Source: an optimization exercise on an open RTL-to-GDS flow (aim: small area). Production flows keep margins and buffers that such runs may drop.
Function was checked by simulation only, so behaviour that the tests miss may differ from the original.
Power is estimated from default activity; no workload was simulated.

**flow/config.mk**
```make
export PLATFORM = sky130hd
export DESIGN_NAME = mac_ram_output
export DESIGN_NICKNAME = mac_ram_output
export VERILOG_FILES = /design/flow/design.v
export SDC_FILE = /design/flow/constraint.sdc
export NUM_CORES = 4
export LEC_CHECK = 0
export CAP_MARGIN = 20
export CORE_MARGIN = 2
export CORE_UTILIZATION = 60
export CTS_CLUSTER_DIAMETER = 100
export CTS_CLUSTER_SIZE = 30
export GPL_TIMING_DRIVEN = 0
export PLACE_DENSITY = 0.7
export SETUP_SLACK_MARGIN = 0.2
export SLEW_MARGIN = 20
export SYNTH_HIERARCHICAL = 1
export SYNTH_MINIMUM_KEEP_SIZE = 0
```
**flow/constraint.sdc**
```tcl
create_clock -name core_clock -period 7.0 [get_ports {clk}]
set_input_delay 1.4000 -clock core_clock [delete_from_list [all_inputs] [get_ports {clk}]]
set_output_delay 1.4000 -clock core_clock [all_outputs]
set_load 0.01 [all_outputs]
```
**flow/design.v**
```verilog
module mac_ram_output #(
  parameter int unsigned IN_W  = 8,
  parameter int unsigned ACC_W = 19,
  parameter int unsigned DEPTH = 64,
  parameter int unsigned AW    = 6
) (
  input  logic                    clk,
  input  logic                    reset,
  input  logic signed [IN_W-1:0]  inA,
  input  logic signed [IN_W-1:0]  inB,
  input  logic                    clr,
  output logic signed [ACC_W-1:0] out,
  input  logic signed [ACC_W-1:0] wr_data,
  input  logic                    write_enable,
  input  logic [AW-1:0]           rd_addr,
  output logic signed [ACC_W-1:0] rd_data,
  output logic [AW:0]             wr_count,
  output logic                    full
);
  localparam int unsigned LW = AW / 2;           
  localparam int unsigned HW = AW - LW;          
  localparam int unsigned NL = 1 << LW;
  localparam int unsigned NH = 1 << HW;
  localparam int unsigned NG = (DEPTH + 2) / 3;  
  logic [ACC_W-1:0] w_acc_d;
  logic             w_wr_accept;
  logic [ACC_W-1:0] r_acc;
  logic [AW:0]      r_count;
  logic [ACC_W-1:0] r_mem [DEPTH];
  wire pp0_0_1 = inA[0] & inB[0];
  wire pp0_1_2 = inA[0] & inB[1];
  wire pp0_2_3 = inA[0] & inB[2];
  wire pp0_3_4 = inA[0] & inB[3];
  wire pp0_4_5 = inA[0] & inB[4];
  wire pp0_5_6 = inA[0] & inB[5];
  wire pp0_6_7 = inA[0] & inB[6];
  wire pp0_7_8 = ~(inA[0] & inB[7]);
  wire pp1_0_9 = inA[1] & inB[0];
  wire pp1_1_10 = inA[1] & inB[1];
  wire pp1_2_11 = inA[1] & inB[2];
  wire pp1_3_12 = inA[1] & inB[3];
  wire pp1_4_13 = inA[1] & inB[4];
  wire pp1_5_14 = inA[1] & inB[5];
  wire pp1_6_15 = inA[1] & inB[6];
  wire pp1_7_16 = ~(inA[1] & inB[7]);
  wire pp2_0_17 = inA[2] & inB[0];
  wire pp2_1_18 = inA[2] & inB[1];
  wire pp2_2_19 = inA[2] & inB[2];
  wire pp2_3_20 = inA[2] & inB[3];
  wire pp2_4_21 = inA[2] & inB[4];
  wire pp2_5_22 = inA[2] & inB[5];
  wire pp2_6_23 = inA[2] & inB[6];
  wire pp2_7_24 = ~(inA[2] & inB[7]);
  wire pp3_0_25 = inA[3] & inB[0];
  wire pp3_1_26 = inA[3] & inB[1];
  wire pp3_2_27 = inA[3] & inB[2];
  wire pp3_3_28 = inA[3] & inB[3];
  wire pp3_4_29 = inA[3] & inB[4];
  wire pp3_5_30 = inA[3] & inB[5];
  wire pp3_6_31 = inA[3] & inB[6];
  wire pp3_7_32 = ~(inA[3] & inB[7]);
  wire pp4_0_33 = inA[4] & inB[0];
  wire pp4_1_34 = inA[4] & inB[1];
  wire pp4_2_35 = inA[4] & inB[2];
  wire pp4_3_36 = inA[4] & inB[3];
  wire pp4_4_37 = inA[4] & inB[4];
  wire pp4_5_38 = inA[4] & inB[5];
  wire pp4_6_39 = inA[4] & inB[6];
  wire pp4_7_40 = ~(inA[4] & inB[7]);
  wire pp5_0_41 = inA[5] & inB[0];
  wire pp5_1_42 = inA[5] & inB[1];
  wire pp5_2_43 = inA[5] & inB[2];
  wire pp5_3_44 = inA[5] & inB[3];
  wire pp5_4_45 = inA[5] & inB[4];
  wire pp5_5_46 = inA[5] & inB[5];
  wire pp5_6_47 = inA[5] & inB[6];
  wire pp5_7_48 = ~(inA[5] & inB[7]);
  wire pp6_0_49 = inA[6] & inB[0];
  wire pp6_1_50 = inA[6] & inB[1];
  wire pp6_2_51 = inA[6] & inB[2];
  wire pp6_3_52 = inA[6] & inB[3];
  wire pp6_4_53 = inA[6] & inB[4];
  wire pp6_5_54 = inA[6] & inB[5];
  wire pp6_6_55 = inA[6] & inB[6];
  wire pp6_7_56 = ~(inA[6] & inB[7]);
  wire pp7_0_57 = ~(inA[7] & inB[0]);
  wire pp7_1_58 = ~(inA[7] & inB[1]);
  wire pp7_2_59 = ~(inA[7] & inB[2]);
  wire pp7_3_60 = ~(inA[7] & inB[3]);
  wire pp7_4_61 = ~(inA[7] & inB[4]);
  wire pp7_5_62 = ~(inA[7] & inB[5]);
  wire pp7_6_63 = ~(inA[7] & inB[6]);
  wire pp7_7_64 = inA[7] & inB[7];
  wire ag65 = r_acc[0] & ~clr;
  wire ag66 = r_acc[1] & ~clr;
  wire ag67 = r_acc[2] & ~clr;
  wire ag68 = r_acc[3] & ~clr;
  wire ag69 = r_acc[4] & ~clr;
  wire ag70 = r_acc[5] & ~clr;
  wire ag71 = r_acc[6] & ~clr;
  wire ag72 = r_acc[7] & ~clr;
  wire ag73 = r_acc[8] & ~clr;
  wire ag74 = r_acc[9] & ~clr;
  wire ag75 = r_acc[10] & ~clr;
  wire ag76 = r_acc[11] & ~clr;
  wire ag77 = r_acc[12] & ~clr;
  wire ag78 = r_acc[13] & ~clr;
  wire ag79 = r_acc[14] & ~clr;
  wire ag80 = r_acc[15] & ~clr;
  wire ag81 = r_acc[16] & ~clr;
  wire ag82 = r_acc[17] & ~clr;
  wire ag83 = r_acc[18] & ~clr;
  wire hs1, hc1;
  mac_ram_output_ha u_ha1 (.a(pp0_5_6), .b(pp1_4_13), .s(hs1), .co(hc1));
  wire fs1, fc1;
  mac_ram_output_fa u_fa1 (.a(pp0_6_7), .b(pp1_5_14), .ci(pp2_4_21), .s(fs1), .co(fc1));
  wire hs2, hc2;
  mac_ram_output_ha u_ha2 (.a(pp3_3_28), .b(pp4_2_35), .s(hs2), .co(hc2));
  wire fs2, fc2;
  mac_ram_output_fa u_fa2 (.a(pp0_7_8), .b(pp1_6_15), .ci(pp2_5_22), .s(fs2), .co(fc2));
  wire fs3, fc3;
  mac_ram_output_fa u_fa3 (.a(pp3_4_29), .b(pp4_3_36), .ci(pp5_2_43), .s(fs3), .co(fc3));
  wire hs3, hc3;
  mac_ram_output_ha u_ha3 (.a(pp6_1_50), .b(pp7_0_57), .s(hs3), .co(hc3));
  wire fs4, fc4;
  mac_ram_output_fa u_fa4 (.a(pp1_7_16), .b(pp2_6_23), .ci(pp3_5_30), .s(fs4), .co(fc4));
  wire fs5, fc5;
  mac_ram_output_fa u_fa5 (.a(pp4_4_37), .b(pp5_3_44), .ci(pp6_2_51), .s(fs5), .co(fc5));
  wire s84 = ~(pp7_1_58 ^ ag73);
  wire c85 = pp7_1_58 | ag73;
  wire fs6, fc6;
  mac_ram_output_fa u_fa6 (.a(pp2_7_24), .b(pp3_6_31), .ci(pp4_5_38), .s(fs6), .co(fc6));
  wire fs7, fc7;
  mac_ram_output_fa u_fa7 (.a(pp5_4_45), .b(pp6_3_52), .ci(pp7_2_59), .s(fs7), .co(fc7));
  wire fs8, fc8;
  mac_ram_output_fa u_fa8 (.a(pp3_7_32), .b(pp4_6_39), .ci(pp5_5_46), .s(fs8), .co(fc8));
  wire hs4, hc4;
  mac_ram_output_ha u_ha4 (.a(pp0_3_4), .b(pp1_2_11), .s(hs4), .co(hc4));
  wire fs9, fc9;
  mac_ram_output_fa u_fa9 (.a(pp0_4_5), .b(pp1_3_12), .ci(pp2_2_19), .s(fs9), .co(fc9));
  wire hs5, hc5;
  mac_ram_output_ha u_ha5 (.a(pp3_1_26), .b(pp4_0_33), .s(hs5), .co(hc5));
  wire fs10, fc10;
  mac_ram_output_fa u_fa10 (.a(hs1), .b(pp2_3_20), .ci(pp3_2_27), .s(fs10), .co(fc10));
  wire fs11, fc11;
  mac_ram_output_fa u_fa11 (.a(pp4_1_34), .b(pp5_0_41), .ci(ag70), .s(fs11), .co(fc11));
  wire fs12, fc12;
  mac_ram_output_fa u_fa12 (.a(fs1), .b(hs2), .ci(pp5_1_42), .s(fs12), .co(fc12));
  wire fs13, fc13;
  mac_ram_output_fa u_fa13 (.a(pp6_0_49), .b(ag71), .ci(hc1), .s(fs13), .co(fc13));
  wire fs14, fc14;
  mac_ram_output_fa u_fa14 (.a(fs2), .b(fs3), .ci(hs3), .s(fs14), .co(fc14));
  wire fs15, fc15;
  mac_ram_output_fa u_fa15 (.a(ag72), .b(fc1), .ci(hc2), .s(fs15), .co(fc15));
  wire fs16, fc16;
  mac_ram_output_fa u_fa16 (.a(fs4), .b(fs5), .ci(s84), .s(fs16), .co(fc16));
  wire fs17, fc17;
  mac_ram_output_fa u_fa17 (.a(fc2), .b(fc3), .ci(hc3), .s(fs17), .co(fc17));
  wire fs18, fc18;
  mac_ram_output_fa u_fa18 (.a(fs6), .b(fs7), .ci(ag74), .s(fs18), .co(fc18));
  wire fs19, fc19;
  mac_ram_output_fa u_fa19 (.a(fc4), .b(fc5), .ci(c85), .s(fs19), .co(fc19));
  wire fs20, fc20;
  mac_ram_output_fa u_fa20 (.a(fs8), .b(pp6_4_53), .ci(pp7_3_60), .s(fs20), .co(fc20));
  wire fs21, fc21;
  mac_ram_output_fa u_fa21 (.a(ag75), .b(fc6), .ci(fc7), .s(fs21), .co(fc21));
  wire fs22, fc22;
  mac_ram_output_fa u_fa22 (.a(pp4_7_40), .b(pp5_6_47), .ci(pp6_5_54), .s(fs22), .co(fc22));
  wire fs23, fc23;
  mac_ram_output_fa u_fa23 (.a(pp7_4_61), .b(ag76), .ci(fc8), .s(fs23), .co(fc23));
  wire fs24, fc24;
  mac_ram_output_fa u_fa24 (.a(pp5_7_48), .b(pp6_6_55), .ci(pp7_5_62), .s(fs24), .co(fc24));
  wire hs6, hc6;
  mac_ram_output_ha u_ha6 (.a(pp0_2_3), .b(pp1_1_10), .s(hs6), .co(hc6));
  wire fs25, fc25;
  mac_ram_output_fa u_fa25 (.a(hs4), .b(pp2_1_18), .ci(pp3_0_25), .s(fs25), .co(fc25));
  wire fs26, fc26;
  mac_ram_output_fa u_fa26 (.a(fs9), .b(hs5), .ci(ag69), .s(fs26), .co(fc26));
  wire fs27, fc27;
  mac_ram_output_fa u_fa27 (.a(fs10), .b(fs11), .ci(fc9), .s(fs27), .co(fc27));
  wire fs28, fc28;
  mac_ram_output_fa u_fa28 (.a(fs12), .b(fs13), .ci(fc10), .s(fs28), .co(fc28));
  wire fs29, fc29;
  mac_ram_output_fa u_fa29 (.a(fs14), .b(fs15), .ci(fc12), .s(fs29), .co(fc29));
  wire fs30, fc30;
  mac_ram_output_fa u_fa30 (.a(fs16), .b(fs17), .ci(fc14), .s(fs30), .co(fc30));
  wire fs31, fc31;
  mac_ram_output_fa u_fa31 (.a(fs18), .b(fs19), .ci(fc16), .s(fs31), .co(fc31));
  wire fs32, fc32;
  mac_ram_output_fa u_fa32 (.a(fs20), .b(fs21), .ci(fc18), .s(fs32), .co(fc32));
  wire fs33, fc33;
  mac_ram_output_fa u_fa33 (.a(fs22), .b(fs23), .ci(fc20), .s(fs33), .co(fc33));
  wire fs34, fc34;
  mac_ram_output_fa u_fa34 (.a(fs24), .b(ag77), .ci(fc22), .s(fs34), .co(fc34));
  wire fs35, fc35;
  mac_ram_output_fa u_fa35 (.a(pp6_7_56), .b(pp7_6_63), .ci(ag78), .s(fs35), .co(fc35));
  wire hs7, hc7;
  mac_ram_output_ha u_ha7 (.a(pp0_1_2), .b(pp1_0_9), .s(hs7), .co(hc7));
  wire fs36, fc36;
  mac_ram_output_fa u_fa36 (.a(hs6), .b(pp2_0_17), .ci(ag67), .s(fs36), .co(fc36));
  wire fs37, fc37;
  mac_ram_output_fa u_fa37 (.a(fs25), .b(ag68), .ci(hc6), .s(fs37), .co(fc37));
  wire fs38, fc38;
  mac_ram_output_fa u_fa38 (.a(fs26), .b(hc4), .ci(fc25), .s(fs38), .co(fc38));
  wire fs39, fc39;
  mac_ram_output_fa u_fa39 (.a(fs27), .b(hc5), .ci(fc26), .s(fs39), .co(fc39));
  wire fs40, fc40;
  mac_ram_output_fa u_fa40 (.a(fs28), .b(fc11), .ci(fc27), .s(fs40), .co(fc40));
  wire fs41, fc41;
  mac_ram_output_fa u_fa41 (.a(fs29), .b(fc13), .ci(fc28), .s(fs41), .co(fc41));
  wire fs42, fc42;
  mac_ram_output_fa u_fa42 (.a(fs30), .b(fc15), .ci(fc29), .s(fs42), .co(fc42));
  wire fs43, fc43;
  mac_ram_output_fa u_fa43 (.a(fs31), .b(fc17), .ci(fc30), .s(fs43), .co(fc43));
  wire fs44, fc44;
  mac_ram_output_fa u_fa44 (.a(fs32), .b(fc19), .ci(fc31), .s(fs44), .co(fc44));
  wire fs45, fc45;
  mac_ram_output_fa u_fa45 (.a(fs33), .b(fc21), .ci(fc32), .s(fs45), .co(fc45));
  wire fs46, fc46;
  mac_ram_output_fa u_fa46 (.a(fs34), .b(fc23), .ci(fc33), .s(fs46), .co(fc46));
  wire fs47, fc47;
  mac_ram_output_fa u_fa47 (.a(fs35), .b(fc24), .ci(fc34), .s(fs47), .co(fc47));
  wire fs48, fc48;
  mac_ram_output_fa u_fa48 (.a(pp7_7_64), .b(ag79), .ci(fc35), .s(fs48), .co(fc48));
  wire s86 = ~ag80;
  wire s87 = ~ag81;
  wire s88 = ~ag82;
  wire s89 = ~ag83;
  wire hs8, hc8;
  mac_ram_output_ha u_ha8 (.a(pp0_0_1), .b(ag65), .s(hs8), .co(hc8));
  wire fs49, fc49;
  mac_ram_output_fa u_fa49 (.a(hs7), .b(ag66), .ci(hc8), .s(fs49), .co(fc49));
  wire fs50, fc50;
  mac_ram_output_fa u_fa50 (.a(fs36), .b(hc7), .ci(fc49), .s(fs50), .co(fc50));
  wire fs51, fc51;
  mac_ram_output_fa u_fa51 (.a(fs37), .b(fc36), .ci(fc50), .s(fs51), .co(fc51));
  wire fs52, fc52;
  mac_ram_output_fa u_fa52 (.a(fs38), .b(fc37), .ci(fc51), .s(fs52), .co(fc52));
  wire fs53, fc53;
  mac_ram_output_fa u_fa53 (.a(fs39), .b(fc38), .ci(fc52), .s(fs53), .co(fc53));
  wire fs54, fc54;
  mac_ram_output_fa u_fa54 (.a(fs40), .b(fc39), .ci(fc53), .s(fs54), .co(fc54));
  wire hs9, hc9;
  mac_ram_output_ha u_ha9 (.a(fs41), .b(fc40), .s(hs9), .co(hc9));
  wire fs55, fc55;
  mac_ram_output_fa u_fa55 (.a(fs42), .b(fc41), .ci(hc9), .s(fs55), .co(fc55));
  wire fs56, fc56;
  mac_ram_output_fa u_fa56 (.a(fs43), .b(fc42), .ci(fc55), .s(fs56), .co(fc56));
  wire fs57, fc57;
  mac_ram_output_fa u_fa57 (.a(fs44), .b(fc43), .ci(fc56), .s(fs57), .co(fc57));
  wire r90 = hs9 ^ fc54;
  wire g91 = fc54 & hs9;
  wire r92 = fs55 ^ g91;
  wire p93 = hs9 & fs55;
  wire g94 = fc54 & p93;
  wire r95 = fs56 ^ g94;
  wire p96 = p93 & fs56;
  wire g97 = fc54 & p96;
  wire r98 = fs57 ^ g97;
  wire p99 = p96 & fs57;
  wire k100 = fc57 | (fc54 & p99);
  wire hs10, hc10;
  mac_ram_output_ha u_ha10 (.a(fs45), .b(fc44), .s(hs10), .co(hc10));
  wire fs58, fc58;
  mac_ram_output_fa u_fa58 (.a(fs46), .b(fc45), .ci(hc10), .s(fs58), .co(fc58));
  wire fs59, fc59;
  mac_ram_output_fa u_fa59 (.a(fs47), .b(fc46), .ci(fc58), .s(fs59), .co(fc59));
  wire fs60, fc60;
  mac_ram_output_fa u_fa60 (.a(fs48), .b(fc47), .ci(fc59), .s(fs60), .co(fc60));
  wire r101 = hs10 ^ k100;
  wire g102 = k100 & hs10;
  wire r103 = fs58 ^ g102;
  wire p104 = hs10 & fs58;
  wire g105 = k100 & p104;
  wire r106 = fs59 ^ g105;
  wire p107 = p104 & fs59;
  wire g108 = k100 & p107;
  wire r109 = fs60 ^ g108;
  wire p110 = p107 & fs60;
  wire k111 = fc60 | (k100 & p110);
  wire hs11, hc11;
  mac_ram_output_ha u_ha11 (.a(s86), .b(fc48), .s(hs11), .co(hc11));
  wire fs61, fc61;
  mac_ram_output_fa u_fa61 (.a(s87), .b(ag80), .ci(hc11), .s(fs61), .co(fc61));
  wire fs62, fc62;
  mac_ram_output_fa u_fa62 (.a(s88), .b(ag81), .ci(fc61), .s(fs62), .co(fc62));
  wire fs63, fc63;
  mac_ram_output_fa u_fa63 (.a(s89), .b(ag82), .ci(fc62), .s(fs63), .co(fc63));
  wire r112 = hs11 ^ k111;
  wire g113 = k111 & hs11;
  wire r114 = fs61 ^ g113;
  wire p115 = hs11 & fs61;
  wire g116 = k111 & p115;
  wire r117 = fs62 ^ g116;
  wire p118 = p115 & fs62;
  wire g119 = k111 & p118;
  wire r120 = fs63 ^ g119;
  wire p121 = p118 & fs63;
  assign w_acc_d = {r120, r117, r114, r112, r109, r106, r103, r101, r98, r95, r92, r90, fs54, fs53, fs52, fs51, fs50, fs49, hs8};
  always_ff @(posedge clk or posedge reset) begin
    if (reset) r_acc <= '0;
    else       r_acc <= w_acc_d;
  end
  assign w_wr_accept = write_enable && !r_count[AW];
  always_ff @(posedge clk or posedge reset) begin
    if (reset)            r_count <= '0;
    else if (w_wr_accept) r_count <= r_count + 1'b1;
  end
  logic [NH-1:0]    w_whi;
  logic [NL-1:0]    w_wlo;
  logic [DEPTH-1:0] w_load, w_hold;
  for (genvar g = 0; g < int'(NH); g++) begin : g_whi
    assign w_whi[g] = w_wr_accept && (r_count[AW-1:LW] == HW'(g));
  end
  for (genvar l = 0; l < int'(NL); l++) begin : g_wlo
    assign w_wlo[l] = (r_count[LW-1:0] == LW'(l));
  end
  for (genvar k = 0; k < int'(DEPTH); k++) begin : g_row
    logic [ACC_W-1:0] w_next;
    assign w_load[k] = w_whi[k / NL] && w_wlo[k % NL];
    assign w_hold[k] = !w_load[k];
    for (genvar b = 0; b < int'(ACC_W); b++) begin : g_bit
      mac_ram_output_ao22 u_next (
        .a1(r_mem[k][b]), .a2(w_hold[k]), .b1(wr_data[b]), .b2(w_load[k]), .y(w_next[b])
      );
    end
    always_ff @(posedge clk) begin
      r_mem[k] <= w_next;
    end
  end
  logic             w_rd_valid;
  logic [NH-1:0]    w_rhi;
  logic [NL-1:0]    w_rlo;
  logic [3*NG-1:0]  w_rsel;
  logic             w_rd_invalid;
  assign w_rd_valid   = ({1'b0, rd_addr} < r_count);
  assign w_rd_invalid = !w_rd_valid;
  for (genvar g = 0; g < int'(NH); g++) begin : g_rhi
    assign w_rhi[g] = (rd_addr[AW-1:LW] == HW'(g));
  end
  for (genvar l = 0; l < int'(NL); l++) begin : g_rlo
    assign w_rlo[l] = (rd_addr[LW-1:0] == LW'(l));
  end
  for (genvar k = 0; k < int'(3 * NG); k++) begin : g_rsel
    if (k < int'(DEPTH)) begin : g_on
      assign w_rsel[k] = w_rhi[k / NL] && w_rlo[k % NL];
    end else begin : g_off
      assign w_rsel[k] = 1'b0;
    end
  end
  for (genvar b = 0; b < int'(ACC_W); b++) begin : g_rbit
    logic [3*NG-1:0] col;
    logic [NG-1:0]   grp_n;      
    for (genvar k = 0; k < int'(3 * NG); k++) begin : g_col
      if (k < int'(DEPTH)) begin : g_on
        assign col[k] = r_mem[k][b];
      end else begin : g_off
        assign col[k] = 1'b0;
      end
    end
    for (genvar j = 0; j < int'(NG); j++) begin : g_grp
      if (3 * j + 2 < int'(DEPTH)) begin : g_3
        mac_ram_output_aoi222 u_aoi (
          .a1(col[3*j]),   .a2(w_rsel[3*j]),
          .b1(col[3*j+1]), .b2(w_rsel[3*j+1]),
          .c1(col[3*j+2]), .c2(w_rsel[3*j+2]),
          .y(grp_n[j])
        );
      end else if (3 * j + 1 < int'(DEPTH)) begin : g_2
        mac_ram_output_aoi22 u_aoi (
          .a1(col[3*j]),   .a2(w_rsel[3*j]),
          .b1(col[3*j+1]), .b2(w_rsel[3*j+1]),
          .y(grp_n[j])
        );
      end else begin : g_1
        assign grp_n[j] = !(col[3*j] && w_rsel[3*j]);
      end
    end
    localparam int unsigned NQ = (NG + 3) / 4;
    logic [NQ-1:0] quad;         
    localparam int unsigned NP = (NQ + 1) / 2;
    logic [NP-1:0] pair_n;       
    for (genvar q = 0; q < int'(NQ); q++) begin : g_quad
      if (4 * q + 3 < int'(NG)) begin : g_4
        mac_ram_output_nand4 u_nand (
          .a(grp_n[4*q]), .b(grp_n[4*q+1]), .c(grp_n[4*q+2]), .d(grp_n[4*q+3]), .y(quad[q])
        );
      end else if (4 * q + 2 < int'(NG)) begin : g_3
        assign quad[q] = !(grp_n[4*q] && grp_n[4*q+1] && grp_n[4*q+2]);
      end else if (4 * q + 1 < int'(NG)) begin : g_2
        assign quad[q] = !(grp_n[4*q] && grp_n[4*q+1]);
      end else begin : g_1
        assign quad[q] = !grp_n[4*q];
      end
    end
    for (genvar p = 0; p < int'(NP); p++) begin : g_pair
      if (2 * p + 1 < int'(NQ)) begin : g_2
        mac_ram_output_nor2 u_nor (.a(quad[2*p]), .b(quad[2*p+1]), .y(pair_n[p]));
      end else begin : g_1
        assign pair_n[p] = !quad[2*p];
      end
    end
    if (NP == 3) begin : g_mask3
      mac_ram_output_a31oi u_mask (
        .a1(pair_n[0]), .a2(pair_n[1]), .a3(pair_n[2]), .b1(w_rd_invalid), .y(rd_data[b])
      );
    end else begin : g_maskn
      assign rd_data[b] = !((&pair_n) || w_rd_invalid);
    end
  end
  assign out      = r_acc;
  assign wr_count = r_count;
  assign full     = r_count[AW];
endmodule
module mac_ram_output_ao22 (
  input  logic a1, a2, b1, b2,
  output logic y
);
  assign y = (a1 & a2) | (b1 & b2);
endmodule
module mac_ram_output_aoi222 (
  input  logic a1, a2, b1, b2, c1, c2,
  output logic y
);
  assign y = ~((a1 & a2) | (b1 & b2) | (c1 & c2));
endmodule
module mac_ram_output_aoi22 (
  input  logic a1, a2, b1, b2,
  output logic y
);
  assign y = ~((a1 & a2) | (b1 & b2));
endmodule
module mac_ram_output_fa (
  input  logic a, b, ci,
  output logic s, co
);
  assign s  = a ^ b ^ ci;
  assign co = (a & b) | (a & ci) | (b & ci);
endmodule
module mac_ram_output_ha (
  input  logic a, b,
  output logic s, co
);
  assign s  = a ^ b;
  assign co = a & b;
endmodule
module mac_ram_output_nand4 (
  input  logic a, b, c, d,
  output logic y
);
  assign y = ~(a & b & c & d);
endmodule
module mac_ram_output_nor2 (
  input  logic a, b,
  output logic y
);
  assign y = ~(a | b);
endmodule
module mac_ram_output_a31oi (
  input  logic a1, a2, a3, b1,
  output logic y
);
  assign y = ~((a1 & a2 & a3) | b1);
endmodule
```
**flow/flow/run.sh**
```bash
#!/bin/bash
# The standard layout (standard.sh, unchanged synthesis), except that the
# port buffers are buf_1 cells instead of the default delay-buffer choice.
export BUFFER_PORTS_ARGS="-buffer_cell sky130_fd_sc_hd__buf_1"
bash standard.sh > standard.log 2>&1
```
**flow/standard.sh**
```bash
#!/bin/bash
# synth_recipe.tcl (not shown) runs the flow's synth.tcl, then flattens the netlist and writes it again
# the make line also repeats each setting of config.mk as NAME=value (left out here)
make -C /OpenROAD-flow-scripts/flow DESIGN_CONFIG=/design/flow/config.mk WORK_HOME=/design/flow/orfs CLKGATE_MAP_FILE= SYNTH_SCRIPT=/design/flow/synth_recipe.tcl "${@:-finish}"
```
==> run summary, run 1 <==
critical path depth in cells: 9
Max Clock Skew: 23.9 ps
share of post-route cells with drive strength above 1: 0.0674
Final Max Slew Viols: 0
worst r2r src: r_acc[8]
Port-buffer cells: 88
crit path cell chain: buf_1 > buf_2 > nand3b_1 > nor2_2 > a222oi_1 > nand4_1 > nor2_1 > a31oi_1 > buf_1
Core Rows: 99
type of origin of the critical path: primary input
Cells after Synth: 3571
WP buf/inv: 3
Yosys reg bits: 1242
RR Endpoint: r_acc[16]
drt first pass iters: 14
GPL Wtd Cong: 0.944
wire per inst: 32.6 µm
critical-path maximum fanout: 19
H-tree lvl count: 2
Min Clock Period, post-route: 7020 ps
Slew headroom: 0.0826
Crit path top cell by count: buf_1
Hold Crit Class: register to register
clk sinks: 1242
sequential fraction of the synthesis area: 0.562
initial antenna violation count: 3
Least-Margin Pin Slew: 1370 ps
status: complete, but fails checks
Worst-Skew Late Latency: 660 ps
Max Clk Rate: 143 MHz
Max Cap Viol: 0
die area: 76300 µm²
Max Root-Sink Buffers: 3
Leak Pwr: 18.2 nW
die width: 276 µm
die height: 276 µm
Distinct cells, synth: 49
Final #Nets: 3885
CP top delay family: simple AND/OR/NAND/NOR gates
Post-synth EDFFs: 0
clock-pin slew on the worst setup and hold paths: 110 ps
final hold viol count: 0
Post-Synthesis Cell Area: 44400 µm²
GRT Residual Overflow: 0
Post-DP HPWL: 101000 µm
Power, Total: 18.2 mW
SO Viols: setup timing
initial core utilization: 0.607
power per cell area: 376 nW/µm²
area grow syn2layout: 8.78%
Reg2Reg Setup Slack: 2190 ps
Setup crit end kind: output port
Post-CTS Setup Inserts: 0
core area: 73200 µm²
Synth async-reset ratio: 0.0209
CP Class: primary input to output port
crit path to: rd_data[14]
WP data arrival: 5620 ps
Setup-failing EPs final: 1
fin crit share: 1.00
total negative slack: -16.9 ps
drt first-iter violations: 6744
maximum vdd drop: 0.411 mV
final wirelength: 154000 µm
IO Count: 91
largest net degree at the start of global routing: 36
TritonCTS buffer count: 47
GRT Util Overall: 0.383
first-pass GRT wire length: 226000 µm
Worst Path Required: 5600 ps
RSZ-0062 raised after global routing: yes
Max stage delay on crit path: 1170 ps
DRC viols: 0
via/cell ratio: 7.82
Yosys top cell by area: dfxtp_1
Routed Antenna Nets: 0
Final WS setup: -16.9 ps
Worst Reg-to-Reg Cells: 14
crit path launch: rd_addr[2]
top cell type's share of synthesized area: 0.548
syn avg cell area: 12.4 µm²
Synth Warn #: 9
CTS tree: done
CTS root buf: clkbuf_16
vias in the first global route: 34704
slowest library cell on the worst path: nor2_2
largest cells by area after synthesis: dfxtp_1, a22o_1, a222oi_1
via count: 36898
Main synth FF type: dfxtp_1
-- Yosys stat by module (local to each module, per instance) --
module | cells inside | flip-flops and latches | area (µm²) | times used
mac_ram_output | 1711 | 1242 | 27500 | 1
mac_ram_output_a31oi | 1 | 0 | 6.26 | 19
mac_ram_output_ao22 | 1 | 0 | 8.76 | 1216
mac_ram_output_aoi222 | 1 | 0 | 10.0 | 399
mac_ram_output_fa | 1 | 0 | 20.0 | 63
mac_ram_output_ha | 1 | 0 | 12.5 | 11
mac_ram_output_nand4 | 1 | 0 | 6.26 | 95
mac_ram_output_nor2 | 1 | 0 | 3.75 | 57
-- state kept, by name, summed over array words and instances, names as in the netlist --
signal / cells
r_mem: 1216
r_acc: 19
r_count: 7
-- worst min-delay path by stage --
stage | startpoint | end | slack (ps) | cells after the start
floorplan | r_mem[0][0] | r_mem[0][0] | 460 | 1
global placement | r_mem[51][9] | r_mem[51][9] | 470 | 1
detailed placement | r_mem[15][14] | r_mem[15][14] | 470 | 1
CTS | r_mem[60][4] | r_mem[60][4] | 500 | 1
global route | r_mem[53][15] | r_mem[53][15] | 510 | 1
finish | r_mem[37][11] | r_mem[37][11] | 500 | 1
-- cells in the final DEF, fill, tap and decap left out, types with 3 or more instances in the layout --
master	n
a22o_1	1216
dfxtp_1	1216
a222oi_1	399
nand2_1	118
nand4_1	100
nor2_2	91
buf_1	70
nor2_1	64
fa_1	63
and2_1	62
clkbuf_16	49
inv_1	39
buf_12	29
buf_2	27
ha_1	26
dfrtp_1	26
a31oi_1	19
nor2b_1	17
buf_6	16
clkbuf_1	12
nor2_4	11
xnor2_1	8
inv_2	7
nand2b_1	6
nand3_1	6
nand3b_1	6
and3_1	5
a21oi_1	4
or3b_2	4
xor2_1	4
buf_16	4
o21ai_0	3
-- synthesized netlist by cell type, types with 2 or more instances --
cell type     n
a22o_1     1216
dfxtp_1    1216
a222oi_1    399
nor2_1      157
nand2_1     118
nand4_1     100
fa_1         63
and2_1       62
inv_1        40
dfrtp_1      26
ha_1         26
a31oi_1      19
nor2b_1      17
clkbuf_1     12
buf_2         8
xnor2_1       8
nor2_4        7
inv_2         6
nand2b_1      6
nand3_1       6
nand3b_1      6
and3_1        5
buf_6         5
a21oi_1       4
or3b_2        4
xor2_1        4
o21ai_0       3
a21o_1        2
buf_4         2
nand3_2       2
nor2_2        2
nor3_1        2
or3_1         2
-- timing repair --
action	4_1_cts	5_1_grt
setup endpoints to repair	0	8
hold buffers	0	0
resized for setup	0	4
-- cells by family after synthesis --
kind of cell | synth area share
xor gates and xnor gates | 0.00236
AOI/OAI and AO/OA | 0.334
buffers and inverters | 0.00749
DFF | 0.562
adders and majority gates | 0.0357
and+or+nand+nor | 0.0577
-- per-stage QoR --
step / area [µm²] / hold WS, ps / setup slack [ps] / utilization / instances
after floorplan: 44400 / 455 / 906 / - / 3571
after global placement: 46000 / 465 / -28.2 / 0.628 / 4618
after detailed placement: 47100 / 470 / 251 / 0.643 / 4664
after CTS: 48300 / 498 / 247 / 0.660 / 4718
after global routing: 48300 / 509 / 161 / 0.660 / 4715
final: 48400 / 496 / -16.9 / 0.660 / 4717
-- report_power, final --
part / internal [mW] / total (mW) / switching (mW) / leakage, nW
clock network: 1.28 / 3.43 / 2.15 / 0.619
logic: 2.35 / 4.47 / 2.12 / 7.33
registers: 9.12 / 10.3 / 1.16 / 10.3
total: 12.8 / 18.2 / 5.43 / 18.2
-- worst register-to-register path: stages (launching register included) --
cell      delay (ps)
dfrtp_1          370
nand2b_1          70
ha_1             270
inv_1             50
fa_1             470
fa_1             550
fa_1             520
fa_1             460
fa_1             400
fa_1             560
nand4_1           90
o22ai_1          430
a21o_1           200
ha_1             150
xor2_1           170
-- per-layer routing --
metal | part of all wire | up-vias | wire length [µm] | track usage
met5 | 0 | - | 0 | 0
met4 | 0.055 | 0 | 8450 | 0.186
met3 | 0.12 | 368 | 17800 | 0.0853
met2 | 0.44 | 2404 | 67500 | 0.576
met1 | 0.39 | 18680 | 59800 | 0.525
li1 | - | 15446 | - | -
-- area by class of cell --
class	instances	area (µm²)
buffer	25	149
antenna	2	5.00
fill	5456	24900
multi-input combinational	2255	19400
tap	959	1200
clock buffer	52	1240
timing repair buffer	134	1200
sequential	1242	25000
inverter	46	173
clock inverter	2	21.3
==> inputs of run 2 (changes only) <==
==> flow/config.mk (replaced) <==
export PLATFORM = sky130hd
export DESIGN_NAME = mac_ram_output
export DESIGN_NICKNAME = mac_ram_output
export VERILOG_FILES = /design/flow/design.v
export SDC_FILE = /design/flow/constraint.sdc
export NUM_CORES = 4
export LEC_CHECK = 0
export CAP_MARGIN = 0
export CORE_MARGIN = 2
export CORE_UTILIZATION = 60
export CTS_CLUSTER_DIAMETER = 100
export CTS_CLUSTER_SIZE = 30
export GPL_TIMING_DRIVEN = 0
export PLACE_DENSITY = 0.7
export SETUP_SLACK_MARGIN = 0.3
export SLEW_MARGIN = 0
export SYNTH_HIERARCHICAL = 1
export SYNTH_MINIMUM_KEEP_SIZE = 0
==> run summary, run 2 <==
HP Start: r_mem[60][4]
Slew headroom: -0.0113
hold buffers post-CTS: 0
final instance area: 48100 µm²
slowest library cell on the worst path: clkbuf_1
crit path launch: rd_addr[2]
Worst Reg-to-Reg Cells: 14
Simple-Gate Fraction of Synth Area: 0.0577
Max Cap Viol: 2
Setup-failing EPs final: 0
vias in the first global route: 34556
largest net degree at the start of global routing: 40
IO Count: 91
Min Clock Period, post-route: 6850 ps
Max Root-Sink Buffers: 3
DP Area: 46500 µm²
CTS tree: done
CP top delay family: buffers and inverters
via/cell ratio: 7.84
Main synth FF type: dfxtp_1
Max Clk Rate: 146 MHz
first-pass GRT wire length: 224000 µm
maximum vdd drop: 0.378 mV
DR WL met2: 67100 µm
fin crit share: 0.978
initial core utilization: 0.607
Hold Crit Class: register to register
top post-synthesis cells by count: a22o_1, dfxtp_1, a222oi_1, nor2_1, nand2_1
largest cells by area after synthesis: dfxtp_1, a22o_1, a222oi_1
final wirelength: 153000 µm
area grow syn2layout: 8.28%
Largest regs: r_mem: 1216 flops, r_acc: 19 flops, r_count: 7 flops
Yosys top cell by area: dfxtp_1
Final #Nets: 3878
drt first pass iters: 12
die width: 276 µm
Worst-Skew Late Latency: 640 ps
Yosys reg bits: 1242
initial antenna violation count: 3
hold_ws: 497 ps
max reg flops: 1216
critical-path maximum fanout: 19
DR top layer: met4
Least-Margin Pin Slew: 1510 ps
Post-synth EDFFs: 0
drt first-iter violations: 6551
clock-pin slew on the worst setup and hold paths: 110 ps
final hold viol count: 0
Post-Place Cells: 4646
Reg2Reg Setup Slack: 2170 ps
CP Class: primary input to output port
syn avg cell area: 12.4 µm²
Post-Synthesis Cell Area: 44400 µm²
Routed Antenna Nets: 0
wire per inst: 32.4 µm
GPL Wtd Cong: 0.944
Core Rows: 99
compound-cell area share of the yosys netlist: 0.334
Setup crit end kind: output port
DRC viols: 0
largest family of logic cells by synthesized area: compound AO/OA/AOI/OAI gates
wire length on met3: 18100 µm
Final WS setup: 153 ps
GRT Residual Overflow: 0
Leak Pwr: 18.1 nW
Synth async-reset ratio: 0.0209
Max stage delay on crit path: 970 ps
RR Endpoint: r_acc[16]
Max Clock Skew: 20.9 ps
Crit path top cell by count: buf_1
WP buf/inv: 4
Worst Path Required: 5600 ps
crit path cell chain: buf_1 > buf_2 > or3_1 > clkbuf_1 > nor2_2 > a222oi_1 > nand4_1 > nor2_1 > a31oi_1 > buf_1
power per cell area: 377 nW/µm²
worst r2r src: r_acc[8]
Cells after Synth: 3571
H-tree lvl count: 2
Place WS: -82.1 ps
core area: 73200 µm²
via count: 36919
share of post-route cells with drive strength above 1: 0.0627
top cell type's share of synthesized area: 0.548
die area: 76300 µm²
Post-Synth Adder-Cell Area: 0.0357
critical path depth in cells: 10
M1 WL: 59300 µm
crit path to: rd_data[18]
die height: 276 µm
Final Max Slew Viols: 40
GRT Util Overall: 0.380
status: complete, but fails checks
post-synthesis mux area share: 0
most frequent cells in the layout: a22o_1, dfxtp_1, a222oi_1, nand2_1, nand4_1
type of origin of the critical path: primary input
Post-DP HPWL: 99800 µm
SO Viols: capacitance limit, slew limit
non-filler instance count after layout: 4709
CTS root buf: clkbuf_16
Port-buffer cells: 88
TritonCTS buffer count: 47
Biggest register: r_mem
RSZ-0062 raised after global routing: no
Distinct cells, synth: 49
xor and xnor area share after synthesis: 0.00236
WP data arrival: 5450 ps
clk sinks: 1242
sequential fraction of the synthesis area: 0.562
Synth Warn #: 9
[run 2: cell counts after synthesis]
Identical to the previous run, type by type.
[run 2: worst min-delay path by stage]
stage,slack [ps],end,cells past startpoint
6_report,500,r_mem[60][4],1
5_1_grt,510,r_mem[30][18],1
4_1_cts,500,r_mem[39][11],1
3_5_place_dp,470,r_mem[33][9],1
3_3_place_gp,470,r_mem[51][9],1
2_1_floorplan,460,r_mem[0][0],1
[run 2: through the flow]
step	utilization	power (mW)	setup TNS, ps
floorplan	-	13.2	0
global placement	0.628	14.3	-28.2
detailed placement	0.635	14.7	-94.1
CTS	0.653	18.0	0
global route	0.657	18.9	0
finish	0.657	18.1	0
[run 2: repair_timing]
item	in CTS	in global routing
endpoints found under the setup margin	19	19
gates resized for setup	20	22
endpoints found under the hold margin	0	0
cloned	0	0
pin swaps	0	3
buffers inserted	0	8
[run 2: final cells by class]
| cell class | count | area, µm² |
|---|---|---|
| Fill cell | 5559 | 25100 |
| Tap cell | 959 | 1200 |
| Multi-Input combinational cell | 2255 | 19400 |
| Clock inverter | 2 | 25.0 |
| Timing Repair Buffer | 127 | 947 |
| Clock buffer | 52 | 1240 |
| Antenna cell | 1 | 2.50 |
| Inverter | 46 | 173 |
| Sequential cell | 1242 | 25000 |
| Buffer | 25 | 149 |
[run 2: routing by layer]
| metal | up-vias | GRT usage |
|---|---|---|
| met5 | - | 0 |
| met4 | 0 | 0.181 |
| met3 | 347 | 0.0784 |
| met2 | 2537 | 0.572 |
| met1 | 18590 | 0.524 |
| li1 | 15445 | - |
[run 2: cells by family after synthesis]
group,Yosys count
compound gates,1650
xor+xnor,12
fa+ha+maj,89
buf+inv,74
flops,1242
simple gates,504
[run 2: modules after synthesis (local to each module, per instance)]
module | cell area, µm² | copies in the design | flops+latches | cells
mac_ram_output_ao22 | 8.76 | 1216 | 0 | 1
mac_ram_output_nor2 | 3.75 | 57 | 0 | 1
mac_ram_output_aoi222 | 10.0 | 399 | 0 | 1
mac_ram_output_nand4 | 6.26 | 95 | 0 | 1
mac_ram_output_ha | 12.5 | 11 | 0 | 1
mac_ram_output | 27500 | 1 | 1242 | 1711
mac_ram_output_fa | 20.0 | 63 | 0 | 1
mac_ram_output_a31oi | 6.26 | 19 | 0 | 1
[run 2: power breakdown]
part	total, mW	leakage (nW)	internal [mW]	switching [mW]
registers	10.3	10.3	9.12	1.15
clock network	3.41	0.618	1.28	2.13
logic	4.45	7.23	2.34	2.11
==> inputs of run 3 (changes only) <==
==> flow/flow/run.sh (replaced) <==
#!/bin/bash
# The standard layout (standard.sh, unchanged synthesis), except that the
# port buffers are buf_1 cells instead of the default delay-buffer choice, and
# the buffers ABC inserted are removed at floorplan (the resizer re-buffers).
export BUFFER_PORTS_ARGS="-buffer_cell sky130_fd_sc_hd__buf_1"
export REMOVE_ABC_BUFFERS=1
bash standard.sh > standard.log 2>&1
==> flow/config.mk (replaced) <==
export PLATFORM = sky130hd
export DESIGN_NAME = mac_ram_output
export DESIGN_NICKNAME = mac_ram_output
export VERILOG_FILES = /design/flow/design.v
export SDC_FILE = /design/flow/constraint.sdc
export NUM_CORES = 4
export LEC_CHECK = 0
export CAP_MARGIN = 10
export CORE_MARGIN = 2
export CORE_UTILIZATION = 70
export CTS_CLUSTER_DIAMETER = 100
export CTS_CLUSTER_SIZE = 30
export GPL_TIMING_DRIVEN = 0
export PLACE_DENSITY = 0.8
export SETUP_SLACK_MARGIN = 0.3
export SLEW_MARGIN = 10
export SYNTH_HIERARCHICAL = 1
export SYNTH_MINIMUM_KEEP_SIZE = 0
==> run summary, run 3 <==
status: no timing/DRC/antenna violations
Max Clock Skew: 32.8 ps
Post-CTS Setup Inserts: 0
CTS root buf: clkbuf_16
Port-buffer cells: 90
Post-Place Cells: 4523
drt first-iter violations: 7980
Distinct cells, synth: 49
compound-cell area share of the yosys netlist: 0.334
critical path depth in cells: 8
slowest library cell on the worst path: a222oi_1
Final Max Slew Viols: 0
initial core utilization: 0.706
first-pass GRT wire length: 225000 µm
Worst-Skew Late Latency: 660 ps
Largest regs: r_mem: 1216 flops, r_acc: 19 flops, r_count: 7 flops
CTS tree: done
Reg2Reg Setup Slack: 2140 ps
final hold viol count: 0
Post-Synthesis Cell Area: 44400 µm²
fill count: 4125
via/cell ratio: 8.23
IO Count: 91
GPL Wtd Cong: 0.972
crit path launch: rd_addr[1]
sequential fraction of the synthesis area: 0.562
Max Clk Rate: 148 MHz
Biggest register: r_mem
Register Area: 25000 µm²
largest cells by area after synthesis: dfxtp_1, a22o_1, a222oi_1
top cell type's share of synthesized area: 0.548
top post-synthesis cells by count: a22o_1, dfxtp_1, a222oi_1, nor2_1, nand2_1
syn avg cell area: 12.4 µm²
largest net degree at the start of global routing: 41
DRC viols: 0
Yosys top cell by area: dfxtp_1
area of the multi-input gates: 19300 µm²
Synth Warn #: 9
Routed Antenna Nets: 0
CP top delay family: simple AND/OR/NAND/NOR gates
Setup-failing EPs final: 0
core area: 63000 µm²
critical-path maximum fanout: 19
hold buffers post-CTS: 0
RSZ-0062 raised after global routing: no
GRT Util Overall: 0.442
Final #Nets: 3860
crit path to: rd_data[5]
non-filler instance count after layout: 4581
GRT Residual Overflow: 0
xor and xnor area share after synthesis: 0.00236
Hold Crit Class: register to register
maximum vdd drop: 0.469 mV
WP buf/inv: 2
initial antenna violation count: 9
Leak Pwr: 18.1 nW
area grow syn2layout: 7.84%
largest family of logic cells by synthesized area: compound AO/OA/AOI/OAI gates
vias in the first global route: 35612
Post-DP HPWL: 98100 µm
H-tree lvl count: 2
Post-synth EDFFs: 0
Worst Path Required: 5600 ps
Setup crit end kind: output port
Cells after Synth: 3571
Crit path top cell by count: buf_1
Synth async-reset ratio: 0.0209
fin crit share: 0.968
CTS resizes: 0
worst r2r src: r_acc[8]
RR Endpoint: r_acc[16]
Max Root-Sink Buffers: 3
TritonCTS buffer count: 47
max reg flops: 1216
WP data arrival: 5380 ps
type of origin of the critical path: primary input
Slew headroom: 0.0281
clock-pin slew on the worst setup and hold paths: 100 ps
hold_ws: 496 ps
Max Cap Viol: 0
die width: 256 µm
clk sinks: 1242
final wirelength: 152000 µm
crit path cell chain: buf_1 > nand3b_1 > nor2_2 > a222oi_1 > nand4_1 > nor2_1 > a31oi_1 > buf_1
Yosys reg bits: 1242
wire per inst: 33.1 µm
Worst Reg-to-Reg Cells: 14
drt first pass iters: 13
Least-Margin Pin Slew: 1450 ps
Core Rows: 92
die area: 65500 µm²
power per cell area: 379 nW/µm²
Min Clock Period, post-route: 6780 ps
die height: 256 µm
via count: 37710
total negative slack: 0 ps
share of post-route cells with drive strength above 1: 0.0619
Main synth FF type: dfxtp_1
CP Class: primary input to output port
Simple-Gate Fraction of Synth Area: 0.0577
most frequent cells in the layout: a22o_1, dfxtp_1, a222oi_1, nand2_1, nand4_1
Max stage delay on crit path: 1050 ps
post-synthesis mux area share: 0
Post-Synth Adder-Cell Area: 0.0357
## run 3: power breakdown
group | total, mW | internal [mW] | switching [mW]
clock network | 3.40 | 1.28 | 2.12
registers | 10.3 | 9.12 | 1.20
logic | 4.42 | 2.32 | 2.10
total | 18.1 | 12.7 | 5.42
## run 3: worst reg2reg max path: stages (launching register included)
cell	delay (ps)
dfrtp_1	380
nand2b_1	60
ha_1	280
inv_1	50
fa_1	470
fa_1	550
fa_1	530
fa_1	460
fa_1	410
fa_1	560
nand4_1	100
o22ai_1	440
a21o_1	200
ha_1	150
xor2_1	150
## run 3: cells by family (layout without fill, tap and decap cells)
logic type | Yosys count | after routing
AO/OA/AOI/OAI | 1650 | 1650
flip-flops | 1242 | 1242
adder cells (fa/ha/maj) | 89 | 89
buffers and inverters | 74 | 235
XOR/XNOR | 12 | 12
other | 0 | 3
AND/OR/NAND/NOR | 504 | 504
## run 3: per-module statistics from Yosys, one instance, submodules excluded
module / cells / times used / cell area [µm²]
mac_ram_output: 1711 / 1 / 27500
mac_ram_output_fa: 1 / 63 / 20.0
mac_ram_output_ha: 1 / 11 / 12.5
mac_ram_output_aoi222: 1 / 399 / 10.0
mac_ram_output_ao22: 1 / 1216 / 8.76
mac_ram_output_a31oi: 1 / 19 / 6.26
mac_ram_output_nand4: 1 / 95 / 6.26
mac_ram_output_nor2: 1 / 57 / 3.75
## run 3: worst min path at each step
stage / slack (ps) / startpoint / depth (start not counted) / endpoint
after CTS: 500 / r_mem[63][0] / 1 / r_mem[63][0]
after global placement: 470 / r_mem[9][16] / 1 / r_mem[9][16]
after detailed placement: 470 / r_mem[6][15] / 1 / r_mem[6][15]
final: 500 / r_mem[61][6] / 1 / r_mem[61][6]
after floorplan: 460 / r_mem[0][0] / 1 / r_mem[0][0]
after global routing: 510 / r_mem[40][15] / 1 / r_mem[40][15]
## run 3: metrics by stage
step	utilization	setup WS [ps]	cell area [µm²]	total power, mW
2_1_floorplan	-	1080	44300	13.2
3_3_place_gp	0.726	438	45700	14.2
3_5_place_dp	0.740	368	46600	14.7
4_1_cts	0.760	346	47800	18.0
5_1_grt	0.761	378	47900	18.8
6_report	0.761	221	47900	18.1
## run 3: final cells by class
type | instances | share of cell area
flip-flops and latches | 1242 | 0.521
multi-input cells | 2255 | 0.404
inverters | 46 | 0.00360
well taps | 846 | 0.0221
clock buffers | 54 | 0.0260
clock inverters | 1 | 0.000418
diodes | 3 | 0.000157
repair buffers | 134 | 0.0227
## run 3: per-layer routing
layer | share of wire | GRT usage | vias up
met1 | 0.37 | 0.605 | 18660
met3 | 0.15 | 0.141 | 523
met4 | 0.053 | 0.196 | 12
met5 | 0.00053 | 0 | -
met2 | 0.43 | 0.642 | 3122
li1 | - | - | 15393
==> inputs of run 4 (changes only) <==
--- a/flow/config.mk
+++ b/flow/config.mk
@@ -5,7 +5,7 @@
 export SDC_FILE = /design/flow/constraint.sdc
 export NUM_CORES = 4
 export LEC_CHECK = 0
-export CAP_MARGIN = 10
+export CAP_MARGIN = 20
 export CORE_MARGIN = 2
 export CORE_UTILIZATION = 70
 export CTS_CLUSTER_DIAMETER = 100
@@ -13,6 +13,6 @@
 export GPL_TIMING_DRIVEN = 0
 export PLACE_DENSITY = 0.8
 export SETUP_SLACK_MARGIN = 0.3
-export SLEW_MARGIN = 10
+export SLEW_MARGIN = 20
 export SYNTH_HIERARCHICAL = 1
 export SYNTH_MINIMUM_KEEP_SIZE = 0
==> run summary, run 4 <==
status: no timing/DRC/antenna violations
worst r2r src: r_acc[8]
Yosys reg bits: 1242
top post-synthesis cells by count: a22o_1, dfxtp_1, a222oi_1, nor2_1, nand2_1
Yosys top cell by area: dfxtp_1
largest cells by area after synthesis: dfxtp_1, a22o_1, a222oi_1
Post-Place Cells: 4533
drt first pass iters: 13
Distinct cells, synth: 49
hold_ws: 495 ps
Hold EP: r_mem[28][16]
Final Util: 0.766
clock-pin slew on the worst setup and hold paths: 100 ps
GPL Wtd Cong: 0.972
Setup crit end kind: output port
Min Clock Period, post-route: 6820 ps
DP Area: 47000 µm²
TritonCTS buffer count: 47
largest net degree at the start of global routing: 36
M1 WL: 55500 µm
CTS resizes: 0
RSZ-0062 raised after global routing: no
initial antenna violation count: 7
Max Clk Rate: 147 MHz
core area: 63000 µm²
non-filler instance count after layout: 4592
fin crit share: 0.974
initial core utilization: 0.706
critical-path maximum fanout: 19
final instance area: 48300 µm²
wire per inst: 33.0 µm
Max Clock Skew: 31.5 ps
Place WS: 361 ps
Worst-Skew Late Latency: 650 ps
wire length on met3: 22900 µm
sequential fraction of the synthesis area: 0.562
Final WS setup: 185 ps
CP Class: primary input to output port
power per cell area: 377 nW/µm²
Main synth FF type: dfxtp_1
Synth async-reset ratio: 0.0209
CP top delay family: simple AND/OR/NAND/NOR gates
Final Max Slew Viols: 0
RR Endpoint: r_acc[16]
die area: 65500 µm²
area grow syn2layout: 8.55%
most frequent cells in the layout: a22o_1, dfxtp_1, a222oi_1, nand2_1, nand4_1
Routed Antenna Nets: 0
final hold viol count: 0
Port-buffer cells: 90
Leak Pwr: 18.2 nW
DR top layer: met5
GRT Util Overall: 0.442
Biggest register: r_mem
Hold Crit Class: register to register
Cells after Synth: 3571
final wirelength: 151000 µm
maximum vdd drop: 0.484 mV
DRC viols: 0
Setup-failing EPs final: 0
total negative slack: 0 ps
syn avg cell area: 12.4 µm²
slowest library cell on the worst path: nor2_2
area of the multi-input gates: 19400 µm²
DR WL met2: 64700 µm
Max stage delay on crit path: 1050 ps
Least-Margin Pin Slew: 1190 ps
Slew headroom: 0.207
Worst Path Required: 5600 ps
via/cell ratio: 8.23
fill count: 4119
Post-synth EDFFs: 0
Max Root-Sink Buffers: 3
Synth Warn #: 9
crit path launch: rd_addr[2]
top cell type's share of synthesized area: 0.548
hold-critical path depth: 1
via count: 37804
Register Area: 25000 µm²
HP Start: r_mem[28][16]
Reg2Reg Setup Slack: 2130 ps
WP data arrival: 5420 ps
Worst Reg-to-Reg Cells: 14
first-pass GRT wire length: 225000 µm
Post-CTS Setup Inserts: 0
max reg flops: 1216
clk sinks: 1242
crit path cell chain: buf_1 > nand3b_1 > nor2_2 > a222oi_1 > nand4_1 > nor2_1 > a31oi_1 > buf_1
Core Rows: 92
die width: 256 µm
CTS root buf: clkbuf_16
drt first-iter violations: 7842
Post-Synthesis Cell Area: 44400 µm²
WP buf/inv: 2
GRT Residual Overflow: 0
Post-DP HPWL: 99200 µm
Max Cap Viol: 0
Power, Total: 18.2 mW
hold buffers post-CTS: 0
vias in the first global route: 35893
type of origin of the critical path: primary input
CTS tree: done
die height: 256 µm
H-tree lvl count: 2
Largest regs: r_mem: 1216 flops, r_acc: 19 flops, r_count: 7 flops
IO Count: 91
Final #Nets: 3870
share of post-route cells with drive strength above 1: 0.0660
Crit path top cell by count: buf_1
==> run 4: cell counts after synthesis <==
No cell type changed its count.
==> run 4: logic make-up after synthesis <==
| kind of cell | share of synthesized area |
|---|---|
| xor gates and xnor gates | 0.00236 |
| buffers and inverters | 0.00749 |
| DFF | 0.562 |
| and+or+nand+nor | 0.0577 |
| adders and majority gates | 0.0357 |
| AOI/OAI and AO/OA | 0.334 |
==> run 4: modules after synthesis, one instance, submodules excluded <==
module / cells inside / cell area [µm²] / times used / flip-flops and latches
mac_ram_output_nand4: 1 / 6.26 / 95 / 0
mac_ram_output_aoi222: 1 / 10.0 / 399 / 0
mac_ram_output_nor2: 1 / 3.75 / 57 / 0
mac_ram_output_ha: 1 / 12.5 / 11 / 0
mac_ram_output: 1711 / 27500 / 1 / 1242
mac_ram_output_ao22: 1 / 8.76 / 1216 / 0
mac_ram_output_a31oi: 1 / 6.26 / 19 / 0
mac_ram_output_fa: 1 / 20.0 / 63 / 0
==> run 4: final cells by class <==
class / instances / area share
clock inverters: 1 / 0.000415
repair buffers: 144 / 0.0287
diodes: 4 / 0.000207
flip-flops and latches: 1242 / 0.518
well taps: 846 / 0.0219
clock buffers: 54 / 0.0258
multi-input cells: 2255 / 0.401
inverters: 46 / 0.00358
==> run 4: how the worst max path moves through the flow <==
stage / endpoint / slack, ps / cells past startpoint
finish: rd_data[16] / 180 / 8
global route: rd_data[7] / 340 / 8
CTS: rd_data[16] / 650 / 8
detailed placement: r_acc[16] / 360 / 15
global placement: rd_data[9] / 440 / 8
floorplan: r_acc[16] / 1080 / 14
==> run 4: metal layers <==
metal | global-route usage | up-vias
met4 | 0.206 | 8
met1 | 0.602 | 18773
met2 | 0.644 | 3066
li1 | - | 15439
met3 | 0.140 | 518
met5 | 0 | -
==> run 4: report_power, final <==
part | internal, mW | switching, mW | leakage [nW]
Sequential | 9.12 | 1.20 | 10.3
Clock | 1.28 | 2.11 | 0.620
Combinational | 2.34 | 2.11 | 7.33
Total | 12.7 | 5.43 | 18.2
==> inputs of run 5 (changes only) <==
--- a/flow/config.mk
+++ b/flow/config.mk
@@ -5,14 +5,15 @@
 export SDC_FILE = /design/flow/constraint.sdc
 export NUM_CORES = 4
 export LEC_CHECK = 0
-export CAP_MARGIN = 20
+export CAP_MARGIN = 10
 export CORE_MARGIN = 2
 export CORE_UTILIZATION = 70
 export CTS_CLUSTER_DIAMETER = 100
 export CTS_CLUSTER_SIZE = 30
+export GPL_ROUTABILITY_DRIVEN = 0
 export GPL_TIMING_DRIVEN = 0
 export PLACE_DENSITY = 0.8
 export SETUP_SLACK_MARGIN = 0.3
-export SLEW_MARGIN = 20
+export SLEW_MARGIN = 10
 export SYNTH_HIERARCHICAL = 1
 export SYNTH_MINIMUM_KEEP_SIZE = 0
==> run summary, run 5 <==
most frequent cells in the layout: a22o_1, dfxtp_1, a222oi_1, nand2_1, nand4_1
clk sinks: 1242
vias in the first global route: 35218
CTS tree: done
Final #Nets: 3863
Clock power frac: 0.188
wire per inst: 32.6 µm
hold buffers post-CTS: 0
top cell type's share of synthesized area: 0.548
Final WS setup: 299 ps
final wirelength: 150000 µm
initial antenna violation count: 12
Distinct cells, synth: 49
Max Clock Skew: 25.7 ps
Slew headroom: 0.0962
final hold viol count: 0
GRT Util Overall: 0.436
core area: 63000 µm²
Routed Antenna Nets: 0
WP data arrival: 5300 ps
CP top delay family: simple AND/OR/NAND/NOR gates
slowest library cell on the worst path: nand3b_1
status: no timing/DRC/antenna violations
Port-buffer cells: 90
Worst-Skew Late Latency: 660 ps
Post-DP HPWL: 96000 µm
RSZ-0062 raised after global routing: no
type of origin of the critical path: primary input
Post-synth EDFFs: 0
Post-CTS Setup Inserts: 0
sequential fraction of the synthesis area: 0.562
Worst Path Required: 5600 ps
IO Count: 91
Main synth FF type: dfxtp_1
crit path cell chain: buf_1 > nand3b_1 > nor2_1 > buf_6 > a222oi_1 > nand4_1 > nor2_1 > a31oi_1 > buf_1
Int Power: 12.7 mW
die width: 256 µm
Final Max Slew Viols: 0
power per cell area: 378 nW/µm²
DRC viols: 0
drt first-iter violations: 7264
CTS resizes: 0
Least-Margin Pin Slew: 1350 ps
syn avg cell area: 12.4 µm²
die height: 256 µm
Setup-failing EPs final: 0
Max Root-Sink Buffers: 3
H-tree lvl count: 2
combinational power share: 0.244
WP buf/inv: 3
die area: 65500 µm²
Yosys reg bits: 1242
TritonCTS buffer count: 47
Biggest register: r_mem
total negative slack: 0 ps
via count: 37549
Largest regs: r_mem: 1216 flops, r_acc: 19 flops, r_count: 7 flops
CP Class: primary input to output port
clock-pin slew on the worst setup and hold paths: 100 ps
initial core utilization: 0.706
Core Rows: 92
Max Cap Viol: 0
DP Area: 46700 µm²
Max stage delay on crit path: 920 ps
sw frac: 0.299
first-pass GRT wire length: 222000 µm
area grow syn2layout: 8.12%
Cells after Synth: 3571
largest net degree at the start of global routing: 41
maximum vdd drop: 0.349 mV
max reg flops: 1216
fill count: 4093
final instance area: 48100 µm²
critical-path maximum fanout: 10
Place WS: 336 ps
Setup crit end kind: output port
P_sw: 5.42 mW
GRT Residual Overflow: 0
Leak Pwr: 18.1 nW
Synth async-reset ratio: 0.0209
Max Clk Rate: 149 MHz
Hold Crit Class: register to register
Sequential Power Share: 0.568
largest cells by area after synthesis: dfxtp_1, a22o_1, a222oi_1
Synth Warn #: 9
Yosys top cell by area: dfxtp_1
fin crit share: 0.957
Min Clock Period, post-route: 6700 ps
CTS root buf: clkbuf_16
via/cell ratio: 8.18
top post-synthesis cells by count: a22o_1, dfxtp_1, a222oi_1, nor2_1, nand2_1
drt first pass iters: 14
share of post-route cells with drive strength above 1: 0.0621
Post-Synthesis Cell Area: 44400 µm²
run 5: metal layers:
metal  share of wire  vias up  wire (µm)  GRT usage
met2            0.42     3064      63300      0.626
li1                -    15419          -          -
met3            0.16      467      23700      0.162
met1            0.37    18591      54800      0.587
met4           0.053        8       7920      0.196
met5         0.00057        -         85    0.00585
run 5: kinds of logic (layout without fill, tap and decap cells):
group	Yosys count	in the layout	share of synthesized area
DFF	1242	1242	0.562
adders and majority gates	89	89	0.0357
AOI/OAI and AO/OA	1650	1650	0.334
other	0	6	0
and+or+nand+nor	504	504	0.0577
xor gates and xnor gates	12	12	0.00236
buffers and inverters	74	239	0.00749
run 5: worst reg2reg max path, delay by kind of cell (launching register included):
family                   cells  cell delay [ps]
AO/OA/AOI/OAI                2              640
XOR/XNOR                     1              120
adder cells (fa/ha/maj)      8             3400
flip-flops                   1              390
buffers and inverters        1               90
AND/OR/NAND/NOR              2              190
run 5: power groups by stage:
stage               Sequential (mW)  Clock [mW]  Combinational (mW)
global placement               10.2           0                3.98
global route                   10.5        3.64                4.71
floorplan                      10.1           0                3.10
detailed placement             10.4           0                4.27
finish                         10.3        3.41                4.44
CTS                            10.2        3.38                4.31
run 5: cell type report:
| class | instances | area, µm² | share of cell area |
|---|---|---|---|
| antenna | 6 | 15.0 | 0.000312 |
| clock buffer | 55 | 1250 | 0.0260 |
| clock inverter | 1 | 20.0 | 0.000417 |
| inverter | 46 | 173 | 0.00359 |
| multi-input combinational | 2255 | 19300 | 0.402 |
| sequential | 1242 | 25000 | 0.520 |
| tap | 846 | 1060 | 0.0220 |
| timing repair buffer | 137 | 1210 | 0.0251 |
run 5: per-module statistics from Yosys (local to each module, per instance):
| module | area [µm²] | cells |
|---|---|---|
| mac_ram_output_aoi222 | 10.0 | 1 |
| mac_ram_output_nand4 | 6.26 | 1 |
| mac_ram_output_ao22 | 8.76 | 1 |
| mac_ram_output_fa | 20.0 | 1 |
| mac_ram_output_ha | 12.5 | 1 |
| mac_ram_output | 27500 | 1711 |
| mac_ram_output_nor2 | 3.75 | 1 |
| mac_ram_output_a31oi | 6.26 | 1 |
run 5: per-stage QoR:
stage	cells	hold slack, ps	total power [mW]	util
after detailed placement	4525	470	14.7	0.741
final	4588	493	18.2	0.763
after global routing	4582	504	18.8	0.763
after CTS	4581	496	17.9	0.761
after floorplan	3543	455	13.2	-
after global placement	4479	465	14.2	0.726
run 5: worst paths after layout:
check / startpoint / endpoint / slack [ps] / depth (start not counted)
worst max register to register: r_acc[8] / r_acc[16] / 2110 / 14
worst max-delay path: rd_addr[0] / rd_data[16] / 300 / 9
max in group asynchronous: reset / r_acc[5] / 5670 / 3
min in group asynchronous: reset / r_acc[18] / 790 / 2
worst min-delay path: r_mem[48][5] / r_mem[48][5] / 490 / 1
worst min register to register: r_mem[48][5] / r_mem[48][5] / 490 / 1
==> inputs of run 6 (changes only) <==
--- a/flow/config.mk
+++ b/flow/config.mk
@@ -7,12 +7,11 @@
 export LEC_CHECK = 0
 export CAP_MARGIN = 10
 export CORE_MARGIN = 2
-export CORE_UTILIZATION = 70
+export CORE_UTILIZATION = 75
 export CTS_CLUSTER_DIAMETER = 100
 export CTS_CLUSTER_SIZE = 30
-export GPL_ROUTABILITY_DRIVEN = 0
 export GPL_TIMING_DRIVEN = 0
-export PLACE_DENSITY = 0.8
+export PLACE_DENSITY = 0.85
 export SETUP_SLACK_MARGIN = 0.3
 export SLEW_MARGIN = 10
 export SYNTH_HIERARCHICAL = 1
==> run summary, run 6 <==
TritonCTS buffer count: 47
Least-Margin Pin Slew: 1340 ps
Yosys top cell by area: dfxtp_1
wire per inst: 33.1 µm
fin crit share: 1.00
GRT Util Overall: 0.467
Post-DP HPWL: 96800 µm
non-filler instance count after layout: 4503
Crit path top cell by count: buf_1
type of origin of the critical path: primary input
die height: 247 µm
final hold viol count: 0
worst r2r src: r_acc[8]
via count: 37817
WP buf/inv: 2
crit path cell chain: buf_1 > nand3b_1 > nor2_2 > a222oi_1 > nand4_1 > nor2_1 > a31oi_1 > buf_1
maximum vdd drop: 0.399 mV
area grow syn2layout: 7.51%
hold-critical path depth: 1
CTS tree: done
core area: 58800 µm²
top cell type's share of synthesized area: 0.548
sequential fraction of the synthesis area: 0.562
Worst-Skew Late Latency: 690 ps
vias in the first global route: 35322
SO Viols: setup timing
Port-buffer cells: 90
Final #Nets: 3855
Core Rows: 89
total negative slack: -31.4 ps
Leak Pwr: 18.0 nW
Slew headroom: 0.105
Setup-failing EPs final: 1
Max Clock Skew: 40.9 ps
most frequent cells in the layout: a22o_1, dfxtp_1, a222oi_1, nand2_1, nand4_1
Largest regs: r_mem: 1216 flops, r_acc: 19 flops, r_count: 7 flops
Main synth FF type: dfxtp_1
RSZ-0062 raised after global routing: yes
Setup crit end kind: output port
slowest library cell on the worst path: nor2_2
clk sinks: 1242
status: complete, but fails checks
Synth async-reset ratio: 0.0209
Max Clk Rate: 142 MHz
CP Class: primary input to output port
Min Clock Period, post-route: 7030 ps
max reg flops: 1216
Post-Synthesis Cell Area: 44400 µm²
RR Endpoint: r_acc[16]
Max stage delay on crit path: 1190 ps
initial core utilization: 0.756
Synth Warn #: 9
Max Root-Sink Buffers: 3
IO Count: 91
Post-CTS Setup Inserts: 0
Final WS setup: -31.4 ps
Cells after Synth: 3571
Post-synth EDFFs: 0
first-pass GRT wire length: 219000 µm
HP Start: r_mem[32][8]
largest cells by area after synthesis: dfxtp_1, a22o_1, a222oi_1
die width: 247 µm
hold_ws: 496 ps
Final Util: 0.813
H-tree lvl count: 2
top post-synthesis cells by count: a22o_1, dfxtp_1, a222oi_1, nor2_1, nand2_1
Hold Crit Class: register to register
Yosys reg bits: 1242
CTS root buf: clkbuf_16
Reg2Reg Setup Slack: 2160 ps
power per cell area: 380 nW/µm²
[run 6: cell count changes in the layout (fill, tap and decap cells not counted), sizes merged]
| cell | previous run | this run |
|---|---|---|
| clkbuf | 55 | 53 |
| buf | 137 | 129 |
| diode | 6 | 2 |
| clkinv | 0 | 2 |
[run 6: kinds of logic (layout without fill, tap and decap cells)]
logic type	after synthesis	after routing	synth area share
XOR/XNOR	12	12	0.00236
adder cells (fa/ha/maj)	89	89	0.0357
flip-flops	1242	1242	0.562
other	0	2	0
AND/OR/NAND/NOR	504	504	0.0577
AO/OA/AOI/OAI	1650	1650	0.334
buffers and inverters	74	231	0.00749
[run 6: cell type report]
type | count | area (µm²) | area share
clock inverter | 3 | 45.0 | 0.000943
sequential | 1242 | 25000 | 0.523
tap | 773 | 967 | 0.0202
antenna | 2 | 5.00 | 0.000105
timing repair buffer | 129 | 1030 | 0.0216
multi-input combinational | 2255 | 19400 | 0.405
clock buffer | 53 | 1220 | 0.0255
inverter | 46 | 173 | 0.00361
[run 6: worst max path at each step]
stage | slack, ps | cells after the start | start | endpoint
floorplan | 1080 | 14 | inA[3] | r_acc[16]
global placement | 300 | 8 | rd_addr[2] | rd_data[17]
detailed placement | 240 | 8 | rd_addr[2] | rd_data[0]
CTS | 300 | 8 | rd_addr[2] | rd_data[6]
global route | 280 | 9 | rd_addr[1] | rd_data[1]
finish | -30 | 8 | rd_addr[2] | rd_data[17]
[run 6: power by group]
part | internal (mW) | leakage (nW) | switching [mW]
logic | 2.31 | 7.16 | 2.12
registers | 9.12 | 10.3 | 1.22
clock network | 1.26 | 0.619 | 2.13
total | 12.7 | 18.0 | 5.48
[run 6: Yosys stat by module, one instance, submodules excluded]
module	flops+latches	copies in the design	cell area (µm²)
mac_ram_output_fa	0	63	20.0
mac_ram_output_a31oi	0	19	6.26
mac_ram_output_aoi222	0	399	10.0
mac_ram_output_ha	0	11	12.5
mac_ram_output	1242	1	27500
mac_ram_output_nand4	0	95	6.26
mac_ram_output_ao22	0	1216	8.76
mac_ram_output_nor2	0	57	3.75
[run 6: layer usage]
layer	vias to the layer above	global-route usage	wire, µm
li1	15403	-	-
met5	-	0	7
met1	18490	0.605	51600
met2	3300	0.686	63900
met4	2	0.303	11400
met3	622	0.135	22200
[run 6: through the flow]
stage	instance area, µm²	power [mW]	setup slack [ps]
3_5_place_dp	46400	14.7	236
2_1_floorplan	44300	13.2	1080
4_1_cts	47600	18.0	300
5_1_grt	47800	18.8	277
6_report	47800	18.2	-31.4
3_3_place_gp	45600	14.2	295
[run 6: repair_timing]
action / CTS / global route
endpoints found under the setup margin: 7 / 2
gates resized for setup: 2 / 3
hold buffers: 0 / 0
pin swaps: 0 / 0

Check on run 6: ideal ports give -0.031 ns setup slack; a clkbuf_16 on the clock port and buf_2 on the inputs give -0.128 ns; moving port delays by the midpoint clock arrival (0.735 ns) as well gives -0.128 ns.
